This is an optimization exercise on Yosys and OpenROAD, whose aim is small area, a short achievable clock period and few clock cycles per item, not a production implementation.
In this exercise RTL edits were held to simulation tests only and were not proved equivalent to the original.
No activity file was given, so power comes from the tool's default toggle rates.

<file path="design/flow/config.mk">
export PLATFORM = sky130hd
export DESIGN_NAME = counter_based_task_scheduler
export DESIGN_NICKNAME = counter_based_task_scheduler
export VERILOG_FILES = /design/flow/design.v
export SDC_FILE = /design/flow/constraint.sdc
export NUM_CORES = 4
export LEC_CHECK = 0
export CAP_MARGIN = 20
export CORE_MARGIN = 2
export CORE_UTILIZATION = 65
export CTS_CLUSTER_DIAMETER = 80
export CTS_CLUSTER_SIZE = 24
export SETUP_SLACK_MARGIN = 5
export SLEW_MARGIN = 20
</file>
<file path="design/flow/constraint.sdc">
create_clock -name core_clock -period 10.0 [get_ports {clk}]
set_input_delay 2.0000 -clock core_clock [delete_from_list [all_inputs] [get_ports {clk}]]
set_output_delay 2.0000 -clock core_clock [all_outputs]
set_load 0.01 [all_outputs]
</file>
<file path="design/flow/run.sh">
#!/bin/bash
# synth_recipe.tcl (not shown) runs the flow's synth.tcl, then flattens the netlist and writes it again
# the make line also repeats each setting of config.mk as NAME=value (left out here)
make -C /OpenROAD-flow-scripts/flow DESIGN_CONFIG=/design/flow/config.mk WORK_HOME=/design/flow/orfs CLKGATE_MAP_FILE= SYNTH_SCRIPT=/design/flow/synth_recipe.tcl finish
</file>
<file path="design/flow/design.v">
package cbts_pkg;
    typedef logic [1:0] mode_t;
    localparam mode_t MODE_TICK  = 2'd0;
    localparam mode_t MODE_SCHED = 2'd1;
    localparam mode_t MODE_WRITE = 2'd2;
    localparam mode_t MODE_NONE  = 2'd3;
    localparam logic [1:0] TS_RUNNABLE = 2'd0;
    localparam logic [1:0] TS_SLEEPING = 2'd1;
    localparam logic [7:0]  FULL_SLICE  = 8'hff;
    localparam logic [15:0] TPS_DEFAULT = 16'd100;
    typedef struct packed {
        logic        used;
        logic [1:0]  status;
        logic [7:0]  slice;
        logic [7:0]  nice;
        logic [31:0] alarm;
    } slot_entry_t;
    typedef logic [3:0] state_t;
    localparam state_t ST_IDLE    = 4'd0;
    localparam state_t ST_WRITE   = 4'd1;
    localparam state_t ST_TICK_RD = 4'd2;
    localparam state_t ST_TICK_WR = 4'd3;
    localparam state_t ST_PASS1   = 4'd4;
    localparam state_t ST_DECIDE1 = 4'd5;
    localparam state_t ST_PASS2   = 4'd6;
    localparam state_t ST_DECIDE2 = 4'd7;
    localparam state_t ST_FINISH  = 4'd8;
    typedef struct packed {
        logic accept;
        logic pass_start;
        logic refill;
        logic pass_run;
        logic write_slot;
        logic tick_rd;
        logic tick_wr;
        logic set_run;
        logic load_out;
    } cmd_t;
    typedef struct packed {
        logic pass_done;
        logic any_runnable;
        logic found;
    } sts_t;
endpackage
module counter_based_task_scheduler
#(
    parameter int SLOTS = 16
)
(
    input  logic        clk,
    input  logic        rst_n,
    input  logic        cfg_wr_en,
    input  logic [15:0] cfg_wr_data,
    input  logic        in_valid,
    output logic        in_stall,
    input  logic [1:0]  mode,
    input  logic [3:0]  slot,
    input  logic        used,
    input  logic [1:0]  task_status,
    input  logic [7:0]  slice_left,
    input  logic [7:0]  niceness,
    input  logic [31:0] wake_tick,
    output logic        out_valid,
    input  logic        out_stall,
    output logic [3:0]  current_task,
    output logic        switched,
    output logic        refilled,
    output logic [31:0] tick_total,
    output logic [31:0] seconds_up
);
    localparam logic [1:0] C_NEVER = 2'b00;
    localparam logic [1:0] C_SLEEP = 2'b01;
    localparam logic [1:0] C_RUN   = 2'b10;
    localparam logic [1:0] C_RIPE  = 2'b11;
    logic [1:0]  cls_r   [SLOTS];
    logic [7:0]  slice_r [SLOTS];
    logic [7:0]  rnice_r [SLOTS];    
    logic [SLOTS-1:0] snz_r;         
    logic [31:0] alarm_r [SLOTS];    
    logic [3:0]  run_r;
    logic [31:0] tick_r;
    logic [15:0] sub_r;
    logic [31:0] secs_r;
    logic [15:0] tps_r;
    logic             vb_r;          
    logic             pb_r;          
    logic             rfb_r;         
    logic             rollb_r;       
    logic [SLOTS-1:0] mids_r;        
    logic             rfp_r;         
    logic        ov_r;
    logic        sw_r;
    logic        rf_r;
    logic [31:0] tick_o;
    logic stall_o, rf_need, rf_first;
    logic accept, fire_a, fire_b;
    assign stall_o  = ov_r && out_stall;
    assign in_stall = stall_o || rf_need;
    assign accept   = in_valid && !in_stall;
    assign fire_a   = va_r && !in_stall;
    assign fire_b   = vb_r && !stall_o;
    logic        va_r;
    logic [1:0]  a_mode;
    logic [3:0]  a_slot;
    logic        a_used;
    logic [1:0]  a_status;
    logic [7:0]  a_slice;
    logic [7:0]  a_nice;
    logic [31:0] a_alarm;
    always_ff @(posedge clk or negedge rst_n)
        if (!rst_n)
            va_r <= 1'b0;
        else if (!in_stall)
            va_r <= accept;
    always_ff @(posedge clk)
        if (accept)
        begin
            a_mode   <= mode;
            a_slot   <= slot;
            a_used   <= used;
            a_status <= task_status;
            a_slice  <= slice_left;
            a_nice   <= niceness;
            a_alarm  <= wake_tick;
        end
    logic [31:0] a_alarm_m1;
    assign a_alarm_m1 = a_alarm - 32'd1;
    logic do_tick, do_sched, do_write;
    assign do_tick  = fire_a && (a_mode == 2'd0);
    assign do_sched = fire_a && (a_mode == 2'd1);
    assign do_write = fire_a && (a_mode == 2'd2);
    logic [SLOTS-1:0] kbit_s [8];
    always_comb
        for (int b = 0; b < 8; b++)
            for (int i = 0; i < SLOTS; i++)
            begin
                kbit_s[b][i] = slice_r[i][b];
            end
    function automatic logic [SLOTS-1:0] elim2(input logic [SLOTS-1:0] a,
                                               input logic [SLOTS-1:0] hi,
                                               input logic [SLOTS-1:0] lo);
        logic [SLOTS-1:0] h3;
        logic [SLOTS-1:0] h2;
        logic [SLOTS-1:0] h1;
        h3 = a & hi & lo;
        h2 = a & hi;
        h1 = a & lo;
        if (|h3)
            elim2 = h3;
        else if (|h2)
            elim2 = h2;
        else if (|h1)
            elim2 = h1;
        else
            elim2 = a;
    endfunction
    function automatic logic [SLOTS-1:0] elim1(input logic [SLOTS-1:0] a,
                                               input logic [SLOTS-1:0] b);
        if (|(a & b))
            elim1 = a & b;
        else
            elim1 = a;
    endfunction
    logic [SLOTS-1:0] runnable, has;
    logic             any_run, refill;
    always_comb
        for (int i = 0; i < SLOTS; i++)
        begin
            runnable[i] = cls_r[i][1];
            has[i]      = runnable[i] && snz_r[i];
        end
    assign any_run = |runnable;
    assign refill  = any_run && !(|has);
    assign rf_need  = va_r && (a_mode == 2'd1) && refill && !rfp_r;
    assign rf_first = rf_need && !stall_o;
    logic [SLOTS-1:0] as3, as2, as1;
    assign as3 = elim2(runnable, kbit_s[7], kbit_s[6]);
    assign as2 = elim2(as3, kbit_s[5], kbit_s[4]);
    assign as1 = elim1(as2, kbit_s[3]);
    logic [SLOTS-1:0] fin, first;
    assign fin = elim2(elim1(mids_r, kbit_s[2]), kbit_s[1], kbit_s[0]);
    always_comb
    begin
        first = '0;
        for (int i = 0; i < SLOTS; i++)
            first[i] = fin[i] && !(|(fin & ((SLOTS)'(1) << i) - (SLOTS)'(1)));
    end
    logic [3:0] best;
    always_comb
    begin
        best = 4'd0;
        for (int i = 0; i < SLOTS; i++)
            if (first[i])
                best = best | 4'(i);
    end
    logic [SLOTS-1:0] run_dec, run_oh;
    logic             same;      
    always_comb
        for (int i = 0; i < SLOTS; i++)
        begin
            run_dec[i] = (run_r == 4'(i));
            run_oh[i]  = pb_r ? first[i] : run_dec[i];
        end
    assign same = (|(first & run_dec)) || (!(|fin) && run_dec[0]);
    logic [32:0] tick_inc;
    logic [15:0] sub_inc;
    logic        sec_roll;
    assign tick_inc = {1'b0, tick_r} + 33'd1;
    assign sub_inc  = sub_r + 16'd1;
    assign sec_roll = (sub_inc >= tps_r);
    logic [1:0] wr_cls_used;    
    always_comb
    begin
        if (a_status == 2'd0)
            wr_cls_used = C_RUN;
        else if (a_status == 2'd1 && a_alarm != 32'd0)
            wr_cls_used = (tick_r >= a_alarm) ? C_RIPE : C_SLEEP;
        else
            wr_cls_used = C_NEVER;
    end
    always_ff @(posedge clk or negedge rst_n)
    begin
        if (!rst_n)
        begin
            ov_r    <= 1'b0;
            vb_r    <= 1'b0;
            pb_r    <= 1'b0;
            rfp_r   <= 1'b0;
            run_r   <= 4'd0;
            tick_r  <= 32'd0;
            sub_r   <= 16'd0;
            secs_r  <= 32'd0;
            tps_r   <= 16'd100;
        end
        else
        begin
            ov_r <= fire_b || (ov_r && out_stall);
            if (cfg_wr_en)
                tps_r <= cfg_wr_data;
            if (!stall_o)
            begin
                vb_r <= fire_a;
                pb_r <= do_sched;
            end
            if (rf_first)
                rfp_r <= 1'b1;
            else if (fire_a)
                rfp_r <= 1'b0;
            if (do_tick)
            begin
                tick_r <= tick_inc[31:0];
                if (sec_roll)
                    sub_r <= 16'd0;
                else
                    sub_r <= sub_inc;
            end
            if (fire_b)
            begin
                if (pb_r)
                    run_r <= best;
                if (rollb_r)
                    secs_r <= secs_r + 32'd1;
            end
        end
    end
    always_ff @(posedge clk)
    begin
        if (!stall_o)
        begin
            rfb_r   <= rfp_r;
            rollb_r <= do_tick && sec_roll;
            mids_r  <= as1;
        end
        if (fire_b)
        begin
            sw_r   <= pb_r && !same;
            rf_r   <= pb_r && rfb_r;
            tick_o <= tick_r;
        end
    end
    for (genvar i = 0; i < SLOTS; i++)
    begin : g_slot
        logic       wr_i, dec_i, eq_i;
        logic [1:0] cls_n;
        assign wr_i  = do_write && (a_slot == 4'(i));
        assign dec_i = do_tick && run_oh[i] && snz_r[i];
        assign eq_i  = (alarm_r[i] == tick_r);
        always_comb
        begin
            cls_n = cls_r[i];
            if (wr_i)
                cls_n = (i == 0 || a_used) ? wr_cls_used : C_NEVER;
            else if ((do_sched || rf_first) && cls_r[i] == C_RIPE)
                cls_n = C_RUN;
            else if (do_tick && cls_r[i] == C_SLEEP && eq_i)
                cls_n = C_RIPE;
            else if (do_tick && cls_r[i] == C_RIPE && tick_inc[32])
                cls_n = C_SLEEP;
        end
        always_ff @(posedge clk or negedge rst_n)
            if (!rst_n)
                cls_r[i] <= (i == 0) ? C_RUN : C_NEVER;
            else
                cls_r[i] <= cls_n;
        logic       rf_i, ld_i, snz_d;
        logic [7:0] slice_d;
        assign rf_i    = rf_first && runnable[i];
        assign ld_i    = wr_i || rf_i || dec_i;
        assign slice_d = wr_i ? a_slice : rf_i ? rnice_r[i] : (slice_r[i] - 8'd1);
        assign snz_d   = wr_i ? (a_slice != 8'd0) : rf_i ? (rnice_r[i] != 8'd0) :
                                (slice_r[i][7:1] != 7'd0);
        if (i == 0)
        begin : g_rst
            always_ff @(posedge clk or negedge rst_n)
            begin
                if (!rst_n)
                begin
                    slice_r[i] <= 8'd0;
                    snz_r[i]   <= 1'b0;
                    rnice_r[i] <= 8'hff;
                end
                else
                begin
                    if (wr_i)
                        rnice_r[i] <= ~a_nice;
                    if (ld_i)
                    begin
                        slice_r[i] <= slice_d;
                        snz_r[i]   <= snz_d;
                    end
                end
            end
        end
        else
        begin : g_nrst
            always_ff @(posedge clk)
            begin
                if (wr_i)
                    rnice_r[i] <= ~a_nice;
                if (ld_i)
                begin
                    slice_r[i] <= slice_d;
                    snz_r[i]   <= snz_d;
                end
            end
        end
        always_ff @(posedge clk)
            if (wr_i)
                alarm_r[i] <= a_alarm_m1;
    end
    assign out_valid    = ov_r;
    assign current_task = run_r;
    assign switched     = sw_r;
    assign refilled     = rf_r;
    assign tick_total   = tick_o;
    assign seconds_up   = secs_r;
endmodule
</file>
==> key figures, run 1 <==
Yosys
  – Number of synthesized register bits: between 1,000 and 1,500
  – Synthesized area: between 40,000 and 50,000 um2
  – Synth warn: 6
  – Most common cell in the synthesized netlist: edfxtp_1
  – Top post-synthesis cells by count: 876 x edfxtp_1, 453 x nand2_1, 445 x xnor2_1, 308 x o21ai_0, 261 x xor2_1
  – Top-area cell type share of the netlist area: a little over half
  – Sequential element share of the synthesized area: between 60% and 70%
  – Synthesized instance count: a little over 4,000
  – Number of flops mapped to enable cells by yosys: ~880
  – Syn nets: 4,248
  – Synth cell types: 88
  – Syn Area/Cell: around 12 um2
  – Fraction of registers with async set/reset: 14.95%
  – Synth area leader: edfxtp_1
  – Largest cells by area after synthesis: edfxtp_1 53%, xnor2_1 7.9%, dfrtp_1 7.2%
  – Main synth FF type: edfxtp_1

Clocking
  – Reg clk slew, reported paths: 0.10 ns
  – Clock buffer depth: 3
  – Clock Sinks: ~1,000
  – Number of H-tree levels: 2
  – Inserted Clock Buffers: 52
  – Worst-Skew Late Latency: ~0.70 ns
  – CTS tree: yes
  – CTS root buf: clkbuf_16
  – Hold-fix buffers, CTS: 0

Flow run
  – Max_cap viols: 0

Timing
  – Min cycle time layout: approximately 5 ns
  – Max Clock Freq: between 0.15 and 0.2 GHz
  – RSZ-0062 raised after global routing: yes
  – Skew final: roughly 0.065 ns
  – Pins Over Slew Limit: 0
  – Rel. slew slack: 15.46%
  – Hold Slack: between 0.4 and 0.5 ns
  – Final setup viols: 0
  – Final Hold Viols: 0
  – Sum Neg Setup Slack: 0 ns
  – Slew @ Worst Pin: 1.268 ns
  – Final period util: about half

Global route
  – GRT overflow: 0
  – Overall Global Routing Usage: between 40% and 50%
  – Largest net degree at the start of global routing: 86
  – First-pass GRT wire length: ~230 mm
  – Initial antenna violation count: 2
  – Vias in the first global route: 33,560

Critical path
  – Cells along the critical path: a22o_1, a221oi_2, and4_4, buf_4, o2111ai_1, o221ai_1, nor4_1, o2111ai_1, a21o_4, a221o_1, nor2_1, a21oi_1, o211ai_1
  – CP max FO: 11
  – Worst setup SP type: flip-flop
  – Most numerous cell on the critical path: o2111ai_1
  – Critical Path AT: between 5 and 6 ns
  – Crit-path max cell delay: roughly 0.93 ns
  – Crit end category: flip-flop
  – CP max-delay cell: o211ai_1
  – Required @ worst endpoint: roughly 10 ns
  – Setup CP Type: reg2reg

Route
  – Starting DRT DRC Count: roughly 4,800
  – Uppermost routed layer: met5
  – Met1 Routed Length: 56.82 mm
  – Residual DRC: 0
  – Via count: 35,650
  – Via density: a little under 7
  – Met3 wire len: 18.65 mm
  – WL/cell: 30.80 um
  – DRT Pass-1 Iters: 6
  – Met2 routed WL: 75.28 mm
  – Final wirelength: 161.0 mm
  – Detail Route Antenna Nets: 0

Power
  – VDD IR max: 0.1707 mV
  – P_leak: between 15 and 20 nW
  – PD cells: around 190 nW/um2

Floorplanning
  – Die height: about 280 um
  – Chip width: 280.0 um
  – Row count: just over 100
  – Core Box Area: 75,700 um2
  – I/O pin cnt: 150
  – DIE AREA: between 70,000 and 80,000 um2
  – Starting Density: 65.40%

Layout
  – Nets: between 4,000 and 5,000
  – Final non-filler cell total: around 5,200
  – Register area: slightly above 30,000 um2
  – Layout cell share with drive strength beyond 1: between 6 and 7%
  – Number of fill cells in the layout: roughly 5,200
  – Fin util: a little under three quarters
  – Area grow syn2layout: 9.988%
  – Multi-input combinational cell area: approximately 18,000 um2

Worst hold path
  – Hold Path Class: reg2reg

Placed design
  – RePlAce Congestion: between 1 and 1.5
  – Detail Placement HPWL: around 100 mm
  – Placed Instances: 5,093
  – Port bufs: 149

Run status
  – Outcome: finished clean
[worst max-delay path: cells and delay by family (launching register included)]
family                 cells  cell delay [ns]
DFF                        1             0.51
and+or+nand+nor            3             0.68
AOI/OAI and AO/OA          9             3.32
buffers and inverters      1             0.14
[registers in the layout (all words and copies together), names as in the netlist, 2 cells and up]
register,flops
tps_r,16
secs_r,32
tick_o,32
a_status,2
tick_r,32
a_slice,8
alarm_r,512
snz_r,16
a_nice,8
a_mode,2
a_alarm,32
run_r,4
cls_r,32
slice_r,128
rnice_r,128
mids_r,16
a_slot,4
sub_r,16
[stage by stage]
stage	instance area (um2)	total power [mW]	worst slack, ns
CTS	54170	9.862	4.995
detailed placement	52290	7.423	3.578
global route	54450	10.30	4.894
finish	54450	10.07	4.945
global placement	52240	7.401	3.554
floorplan	49520	6.509	5.025
[layout make-up]
type                       count  area share [%]
multi-input combinational   2712           33.92
timing repair buffer         249           4.186
sequential                  1030           55.41
clock inverter                16          0.4182
inverter                     162           1.190
clock buffer                  80           2.622
antenna                        1        0.004595
tap                          978           2.247
[repair_timing]
action | 4_1_cts | 5_1_grt
gates resized for setup | 27 | 32
pin swaps | 13 | 6
setup buffers | 20 | 13
cloned | 0 | 4
setup endpoints to repair | 560 | 222
[path summary, 6_finish.rpt]
path	start	to	slack [ns]	cells past startpoint
max reg2reg	slice_r[12][2]	slice_r[5][7]	4.94	13
max	slice_r[12][2]	slice_r[5][7]	4.94	13
min reg2reg	a_nice[6]	rnice_r[0][6]	0.44	1
min in group asynchronous	rst_n	secs_r[22]	1.40	1
max in group asynchronous	rst_n	cls_r[9][1]	7.32	2
min	a_nice[6]	rnice_r[0][6]	0.44	1
[where the power goes]
part           leakage [nW]  switching [mW]  internal, mW  total [mW]
Sequential             9.97           0.263          5.01        5.28
Clock                 0.788            1.43          1.07        2.50
Combinational          8.30            1.55         0.751        2.30
Total                  19.1            3.24          6.84        10.1
[routing by layer]
metal | track usage [%] | vias up
met5 | 0 | -
met4 | 21.94 | 2
met3 | 7.894 | 547
met2 | 65.49 | 2447
met1 | 52.41 | 17490
li1 | - | 15170
[kinds of logic (layout without fill, tap and decap cells)]
kind of cell             Yosys count  in the layout  synth area share, %
AO/OA/AOI/OAI                    730            732                9.389
XOR/XNOR                         706            706                12.49
adder cells (fa/ha/maj)           69             69                1.744
buffers and inverters            363            507                3.033
flip-flops                      1030           1030                60.95
multiplexers                      22             22               0.4599
other                              0              1                    0
AND/OR/NAND/NOR                 1181           1183                11.94
[layout by cell type (no fill, tap or decap), types with 26 or more instances in the layout]
cell type	count
dfrtp_1	141
ha_1	69
nor3_1	52
clkbuf_1	27
nand3_1	96
inv_1	145
o211ai_1	50
a21o_1	37
nand2_1	451
nor4_1	149
o21ai_0	305
nand2b_1	26
nand4_1	122
clkbuf_16	53
nor2_1	129
edfxtp_1	876
a21oi_1	91
a22oi_1	38
and3_1	29
clkdlybuf4s50_1	146
xnor2_1	419
o21a_1	30
xor2_1	260
buf_4	96
Testbench counts, summed over its fixed seeds: cycles 9,630, items 9,600.
==> run 2, diff against run 1 <==
==> design/flow/flow/run.sh (new file) <==
#!/bin/bash
set -euo pipefail
export SETUP_SLACK_MARGIN=5.3
bash standard.sh > standard.log 2>&1
==> design/flow/standard.sh (new file) <==
#!/bin/bash
# synth_recipe.tcl (not shown) runs the flow's synth.tcl, then flattens the netlist and writes it again
# the make line also repeats each setting of config.mk as NAME=value (left out here)
make -C /OpenROAD-flow-scripts/flow DESIGN_CONFIG=/design/flow/config.mk WORK_HOME=/design/flow/orfs CLKGATE_MAP_FILE= SYNTH_SCRIPT=/design/flow/synth_recipe.tcl "${@:-finish}"
--- a/design/flow/config.mk
+++ b/design/flow/config.mk
@@ -10,5 +10,4 @@
 export CORE_UTILIZATION = 65
 export CTS_CLUSTER_DIAMETER = 80
 export CTS_CLUSTER_SIZE = 24
-export SETUP_SLACK_MARGIN = 5
 export SLEW_MARGIN = 20
removed: design/flow/run.sh
==> run 2 against run 1 <==
  * Area after synthesis unchanged
  * Synthesized cell count unchanged
  * Clock skew decreased by 0.030 ns
  * Register-to-register slack improved by 0.44 ns
  * Sequential share of layout area decreased by 0.52 points
  * Non-clock buffer count increased by 38
  * Utilization increased by 0.70 points
  * First-iteration DRC count increased by 17%
  * Total power increased by 0.79%
  * Largest cell class unchanged
  * Largest power group unchanged
==> key figures, run 2 <==
Yosys
  – Syn Area/Cell: 12.07 um2 (unchanged)
  – Most common cell in the synthesized netlist: edfxtp_1
  – Largest cells by area after synthesis: edfxtp_1 53%, xnor2_1 7.9%, dfrtp_1 7.2%
  – Synth area leader: edfxtp_1
  – Sequential element share of the synthesized area: 60.95% (unchanged)
  – Number of synthesized register bits: 1,030 (unchanged)
  – Fraction of registers with async set/reset: 14.95% (unchanged)
  – Main synth FF type: edfxtp_1
  – Number of flops mapped to enable cells by yosys: 876 (unchanged)
  – Syn nets: 4,248 (unchanged)
  – Synth warn: 6 (unchanged)
  – Synthesized area: 49,510 um2 (unchanged)
  – Synthesized instance count: 4,101 (unchanged)
  – Synth cell types: 88 (unchanged)
  – Top post-synthesis cells by count: 876 x edfxtp_1, 453 x nand2_1, 445 x xnor2_1, 308 x o21ai_0, 261 x xor2_1
  – Top-area cell type share of the netlist area: 53.13% (unchanged)

Global route
  – Initial antenna violation count: 1 (-1)
  – GRT overflow: 0 (unchanged)
  – Vias in the first global route: 33,360 (-0.59%)
  – Overall Global Routing Usage: 40.20% (-0.44 points)
  – Largest net degree at the start of global routing: 91 (+5.8%)
  – First-pass GRT wire length: 226.7 mm (-0.57%)

Layout
  – Most frequent cells in the layout: 876 x edfxtp_1, 452 x nand2_1, 419 x xnor2_1
  – Number of fill cells in the layout: 5,171 (-0.81%)
  – Largest Register: alarm_r
  – Max reg flops: 512 (unchanged)
  – Layout cell share with drive strength beyond 1: 8.580% (+1.6 points)
  – Register area: 30,180 um2 (about the same)
  – Area grow syn2layout: 11.06%
  – Multi-input combinational cell area: 18,650 um2 (+1.0%)
  – Fin util: 72.64% (+0.70 points)
  – Most common cell after layout, fill and taps aside: edfxtp_1
  – Largest registers: alarm_r x512, rnice_r x128, slice_r x128
  – Nets: 4,392 (+0.87%)

Clocking
  – Inserted Clock Buffers: 53 (+1.9%)
  – CTS root buf: clkbuf_16
  – Clock Sinks: 1,030 (unchanged)
  – CTS tree: yes
  – Number of H-tree levels: 2 (unchanged)
  – Reg clk slew, reported paths: 0.09 ns (about the same)
  – Worst-Skew Late Latency: 0.68 ns (-0.02 ns)
  – Clock buffer depth: 3 (unchanged)

Route
  – Via density: 6.778 (-0.62%)
  – Via count: 35,700 (+0.14%)
  – Residual DRC: 0 (unchanged)
  – Detail Route Antenna Nets: 0 (unchanged)
  – Final wirelength: 158.6 mm (-1.5%)
  – DRT Pass-1 Iters: 8 (+2)
  – WL/cell: 30.11 um (-2.2%)
  – Starting DRT DRC Count: 5,670 (+17%)

Critical path
  – Top delay family on crit path: simple AND/OR/NAND/NOR gates
  – Cells along the critical path: nor2b_1, nand3_1, nor3_2, a32oi_2, inv_2, buf_6
  – WP buf/inv: 2 (+1)
  – Setup CP Type: reg2out
  – Required @ worst endpoint: 8.00 ns (-2.29 ns)
  – Critical Path AT: 2.79 ns (-2.55 ns)
  – Crit end category: primary output
  – Crit-path max cell delay: 0.49 ns (-0.44 ns)
  – CP max-delay cell: nor2b_1
  – Worst setup SP type: flip-flop
  – CP max FO: 3 (-8)
  – R2r startpoint: slice_r[8][6]
  – Critical Path Start: a_mode[1]

Power
  – VDD IR max: 0.2128 mV (+25%)
  – PD cells: 184.7 nW/um2 (-0.19%)
  – P_leak: 19.28 nW (+1.1%)

Floorplanning
  – Core Box Area: 75,700 um2 (unchanged)
  – DIE AREA: 78,390 um2 (unchanged)
  – Starting Density: 65.40% (unchanged)
  – Row count: 101 (unchanged)
  – I/O pin cnt: 150 (unchanged)
  – Die height: 280.0 um (unchanged)
  – Chip width: 280.0 um (unchanged)

Timing
  – Rel. slew slack: 15.92% (+0.45 points)
  – Skew final: 0.03544 ns (-0.02967 ns)
  – Final setup viols: 0 (unchanged)
  – Sum Neg Setup Slack: 0 ns (unchanged)
  – Final period util: 47.93% (-2.6 points)
  – Slew @ Worst Pin: 1.260 ns (-0.008173 ns)
  – Pins Over Slew Limit: 0 (unchanged)
  – Final Hold Viols: 0 (unchanged)
  – Min cycle time layout: 4.793 ns (-0.2624 ns)
  – Max Clock Freq: 0.2086 GHz (+5.5%)
  – RSZ-0062 raised after global routing: no

Worst hold path
  – Hold Path Class: reg2reg
  – Worst Min Path Start: a_nice[6]

Run status
  – Outcome: finished clean

Placed design
  – Port bufs: 149 (unchanged)
  – Detail Placement HPWL: 102.5 mm (-2.1%)
  – RePlAce Congestion: 1.053 (+3.4%)

Flow run
  – Max_cap viols: 0 (unchanged)
-- run 2: power breakdown --
group	internal, mW	switching (mW)	total [mW]	leakage (nW)
Clock	1.04	1.43	2.47	0.783
Combinational	0.829	1.59	2.42	8.53
Sequential	5.01	0.252	5.27	9.96
-- run 2: area by class of cell --
cell class / instances / area share, %
repair buffers: 287 / 4.685
well taps: 978 / 2.225
multi-input cells: 2711 / 33.92
clock buffers: 85 / 2.649
diodes: 1 / 0.004551
inverters: 162 / 1.256
flip-flops and latches: 1030 / 54.89
clock inverters: 14 / 0.3641
-- run 2: worst register-to-register path, delay by kind of cell, from the launching register on --
kind	cells	cell delay, ns
AO/OA/AOI/OAI	8	2.46
flip-flops	1	0.65
AND/OR/NAND/NOR	4	1.25
-- run 2: metrics by stage --
stage	worst slack [ns]	cell area, um2	power (mW)	hold WS [ns]	std cells
final	5.207	54990	10.15	0.4338	5268
after global routing	5.223	54980	10.41	0.4718	5267
after CTS	5.301	54310	9.873	0.4364	5223
after detailed placement	3.753	52260	7.416	0.4226	5090
after global placement	3.771	52230	7.391	0.4162	5088
after floorplan	5.419	49540	6.508	0.4069	4101
-- run 2: final timing paths --
| check | cells past startpoint | slack [ns] | to |
|---|---|---|---|
| worst max-delay path | 6 | 5.21 | in_stall |
| worst min-delay path | 1 | 0.43 | rnice_r[0][6] |
| worst max register to register | 12 | 5.38 | mids_r[15] |
| worst min register to register | 1 | 0.43 | rnice_r[0][6] |
| max in group asynchronous | 2 | 6.93 | cls_r[9][1] |
| min in group asynchronous | 1 | 1.43 | secs_r[31] |
-- run 2: metal layers --
layer | track usage (%) | vias up | part of all wire (%)
li1 | - | 15260 | -
met1 | 54.08 | 17370 | 36
met2 | 63.26 | 2509 | 46
met3 | 7.228 | 571 | 12
met4 | 20.73 | 0 | 6.4
met5 | 0 | - | 0
-- run 2: what timing repair did --
action / in CTS / in global routing
gates resized for setup: 46 / 80
hold buffers: 0 / 0
pin swaps: 18 / 21
cloned: 1 / 3
setup endpoints to repair: 819 / 434
endpoints found under the hold margin: 0 / 0
setup buffers: 33 / 38
-- run 2: kinds of logic after synthesis --
kind of cell / synth area share [%]
xor+xnor: 12.49
mux: 0.4599
buf+inv: 3.033
flops: 60.95
simple gates: 11.94
fa+ha+maj: 1.744
compound gates: 9.389
==> run 3, diff against run 2 <==
==> design/flow/flow/run.sh (replaced) <==
#!/bin/bash
set -euo pipefail
export SETUP_SLACK_MARGIN=5.5
bash standard.sh > standard.log 2>&1
==> run 3 against run 2 <==
  * Critical path depth up 11
  * Register-to-register slack worse by 0.10 ns
  * Global-route usage up 0.56 points
  * Clock skew up 0.034 ns
  * Fmax up 1.5%
  * Still clean on timing, DRC and antenna
  * Total power up 2.5%
  * Utilization up 0.92 points
  * Highest routed layer is now met5
  * Via count up 1.0%
  * Largest power group unchanged
  * Area after synthesis unchanged
  * Setup slack better by 0.072 ns
  * Synthesized cell count unchanged
==> key figures, run 3 <==
Timing
  – Min cycle time layout: 4.721 ns (-0.07195 ns)
  – Max Clock Freq: 0.2118 GHz (+1.5%)
  – Final period util: 47.21% (-0.72 points)
  – Final setup viols: 0 (unchanged)
  – Skew final: 0.06983 ns (+0.03439 ns)
  – Final worst slack: 5.279 ns (+0.07195 ns)
  – Slew @ Worst Pin: 1.251 ns (-0.009287 ns)
  – Final Hold Viols: 0 (unchanged)
  – Sum Neg Setup Slack: 0 ns (unchanged)
  – RSZ-0062 raised after global routing: yes
  – Rel. slew slack: 15.86% (-0.059 points)
  – Pins Over Slew Limit: 0 (unchanged)

Layout
  – Layout cell share with drive strength beyond 1: 10.35% (+1.8 points)
  – Most common cell after layout, fill and taps aside: edfxtp_1
  – Area grow syn2layout: 12.47%
  – Largest registers: alarm_r x512, rnice_r x128, slice_r x128
  – Max reg flops: 512 (unchanged)
  – Largest Register: alarm_r
  – Final non-filler cell total: 5,316 (+0.91%)
  – Fin util: 73.56% (+0.92 points)
  – Nets: 4,440 (+1.1%)
  – Number of fill cells in the layout: 5,040 (-2.5%)
  – Most frequent cells in the layout: 876 x edfxtp_1, 450 x nand2_1, 419 x xnor2_1

Route
  – Via density: 6.786 (+0.12%)
  – Final wirelength: 161.4 mm (+1.7%)
  – WL/cell: 30.35 um (+0.79%)
  – Met2 routed WL: 75.08 mm (+3.8%)
  – Residual DRC: 0 (unchanged)
  – DRT Pass-1 Iters: 7 (-1)
  – Uppermost routed layer: met5
  – Met3 wire len: 18.54 mm (-3.2%)
  – Met1 Routed Length: 57.20 mm (+0.49%)
  – Detail Route Antenna Nets: 0 (unchanged)
  – Via count: 36,070 (+1.0%)
  – Starting DRT DRC Count: 5,297 (-6.6%)

Power
  – P_leak: 19.62 nW (+1.8%)
  – Final Power: 10.40 mW (+2.5%)
  – PD cells: 186.8 nW/um2 (+1.2%)
  – VDD IR max: 0.1504 mV (-29%)

Critical path
  – R2r startpoint: slice_r[11][2]
  – Worst setup SP type: flip-flop
  – Setup CP Type: reg2reg
  – Crit end category: flip-flop
  – Required @ worst endpoint: 10.37 ns (+2.37 ns)
  – CP max-delay cell: nor3b_1
  – CP max FO: 12 (+9)
  – CP endpoint: slice_r[10][2]
  – Critical Path Start: slice_r[11][2]
  – Critical Path AT: 5.09 ns (+2.30 ns)
  – Most numerous cell on the critical path: buf_4
  – FF-to-FF path depth: 17 (+5)
  – FF-to-FF End: slice_r[10][2]
  – Crit-path max cell delay: 0.52 ns (+0.03 ns)
  – Flop2flop setup slack: 5.28 ns (-0.10 ns)
  – Cells along the critical path: a22o_1, a221oi_4, buf_4, and4_4, buf_4, o211ai_1, nand4_1, nor4_2, nand4_1, a21oi_4, buf_4, buf_4, o21ai_0, nor3b_1, a31oi_4, o211ai_1, buf_4

Yosys
  – Number of synthesized register bits: 1,030 (unchanged)
  – Synthesized area: 49,510 um2 (unchanged)
  – Most common cell in the synthesized netlist: edfxtp_1
  – Sequential element share of the synthesized area: 60.95% (unchanged)
  – Number of flops mapped to enable cells by yosys: 876 (unchanged)
  – Synthesized instance count: 4,101 (unchanged)
  – Main synth FF type: edfxtp_1
  – Fraction of registers with async set/reset: 14.95% (unchanged)
  – Top post-synthesis cells by count: 876 x edfxtp_1, 453 x nand2_1, 445 x xnor2_1, 308 x o21ai_0, 261 x xor2_1
  – Syn nets: 4,248 (unchanged)
  – Top-area cell type share of the netlist area: 53.13% (unchanged)
  – Synth area leader: edfxtp_1
  – Syn Area/Cell: 12.07 um2 (unchanged)
  – Synth cell types: 88 (unchanged)
  – Largest cells by area after synthesis: edfxtp_1 53%, xnor2_1 7.9%, dfrtp_1 7.2%
  – Synth warn: 6 (unchanged)

Clocking
  – Reg clk slew, reported paths: 0.10 ns (about the same)
  – Hold-fix buffers, CTS: 0 (unchanged)
  – CTS root buf: clkbuf_16
  – Clock buffer depth: 3 (unchanged)
  – Inserted Clock Buffers: 52 (-1.9%)
  – CTS tree: yes
  – Clock Sinks: 1,030 (unchanged)
  – Worst-Skew Late Latency: 0.69 ns (about the same)
  – Number of H-tree levels: 2 (unchanged)

Placed design
  – Post-place setup slack: 3.441 ns (-0.3121 ns)
  – Port bufs: 149 (unchanged)
  – RePlAce Congestion: 1.036 (-1.7%)
  – Placed Instances: 5,092 (+0.039%)
  – Detail Placement HPWL: 102.8 mm (+0.34%)

Global route
  – Overall Global Routing Usage: 40.77% (+0.56 points)
  – GRT overflow: 0 (unchanged)
  – Initial antenna violation count: 5 (+4)
  – First-pass GRT wire length: 229.6 mm (+1.3%)
  – Largest net degree at the start of global routing: 91 (unchanged)
  – Vias in the first global route: 33,830 (+1.4%)

Floorplanning
  – DIE AREA: 78,390 um2 (unchanged)
  – I/O pin cnt: 150 (unchanged)
  – Starting Density: 65.40% (unchanged)
  – Core Box Area: 75,700 um2 (unchanged)
  – Chip width: 280.0 um (unchanged)
  – Die height: 280.0 um (unchanged)
  – Row count: 101 (unchanged)

Run status
  – Outcome: finished clean

Worst hold path
  – Hold Path Class: reg2reg

Flow run
  – Max_cap viols: 0 (unchanged)
## run 3: worst min path at each step
stage / from / to / cells past startpoint
4_1_cts: a_nice[3] / rnice_r[0][3] / 1
3_3_place_gp: a_nice[5] / rnice_r[0][5] / 1
3_5_place_dp: a_nice[2] / rnice_r[0][2] / 1
2_1_floorplan: a_nice[0] / rnice_r[0][0] / 1
6_report: a_nice[3] / rnice_r[0][3] / 1
5_1_grt: a_nice[3] / rnice_r[0][3] / 1
## run 3: report_power, final
group          internal [mW]  switching [mW]
Sequential              5.01           0.258
Clock                   1.03            1.41
Combinational           1.03            1.67
## run 3: cell families (layout without fill, tap and decap cells)
group,count (synthesis),in the layout,share of synthesized area (%)
and+or+nand+nor,1181,1184,11.94
AOI/OAI and AO/OA,730,730,9.389
muxes,22,22,0.4599
buffers and inverters,363,596,3.033
adders and majority gates,69,69,1.744
other,0,1,0
DFF,1030,1030,60.95
xor gates and xnor gates,706,706,12.49
## run 3: what timing repair did
item | in CTS | in global routing
setup endpoints to repair | 912 | 294
setup buffers | 87 | 31
resized for setup | 97 | 114
gates cloned | 4 | 3
pin swaps | 29 | 29
## run 3: layout make-up
type / count / area [um2] / area share (%)
antenna: 1 / 2.502 / 0.004494
clock buffer: 84 / 1443 / 2.591
clock inverter: 14 / 168.9 / 0.3033
inverter: 162 / 695.7 / 1.249
multi-input combinational: 2711 / 18870 / 33.88
sequential: 1030 / 30190 / 54.22
tap: 978 / 1224 / 2.198
timing repair buffer: 336 / 3093 / 5.555
## run 3: metrics by stage
stage | area (um2) | hold slack [ns]
detailed placement | 52280 | 0.4425
global route | 55680 | 0.4535
CTS | 54960 | 0.4525
finish | 55680 | 0.4488
global placement | 52280 | 0.4208
floorplan | 49540 | 0.4069
## run 3: critical path, delay by kind of cell, from the launching register on
kind / cells / cell delay, ns
flops: 1 / 0.50
buf+inv: 5 / 0.85
compound gates: 7 / 1.51
simple gates: 5 / 1.53
## run 3: per-layer routing
metal / track usage (%) / up-vias
li1: - / 15340
met1: 53.46 / 17680
met2: 65.59 / 2452
met3: 7.228 / 591
met4: 21.27 / 2
met5: 0 / -

separate check: timing with driven ports:
The flow's constraints put no driver on any port. The routed layouts listed below were extracted and timed again, unchanged, in two steps.
Step 1 assumes that a clkbuf_16 drives the clock port and a buf_2 every other input.
Step 2 moves the port delays by t, midway between the first and last clock arrival at a register: inputs arrive t later, outputs are due t later. That takes back most of the time a late clock gives input paths.
Slacks: ideal ports / drivers / drivers and shift; pairs: ideal ports / drivers.
| run | t (ns) | slack for setup (ns) | worst hold slack (ns) | cell pins on the clock port's net |
|---|---|---|---|---|
| run 1 | 0.744 | 4.945 / 4.945 / 4.377 | 0.442 / 0.442 / 0.442 | 1 |
| run 2 | 0.730 | 5.207 / 5.136 / 4.771 | 0.434 / 0.434 / 0.434 | 1 |
| run 3 | 0.725 | 5.279 / 5.279 / 4.636 | 0.449 / 0.449 / 0.449 | 1 |
After both steps every run listed still meets setup and hold. The setup slack of run 3, which loses most, moves by 0.000 ns with the drivers and by -0.643 ns with both steps.
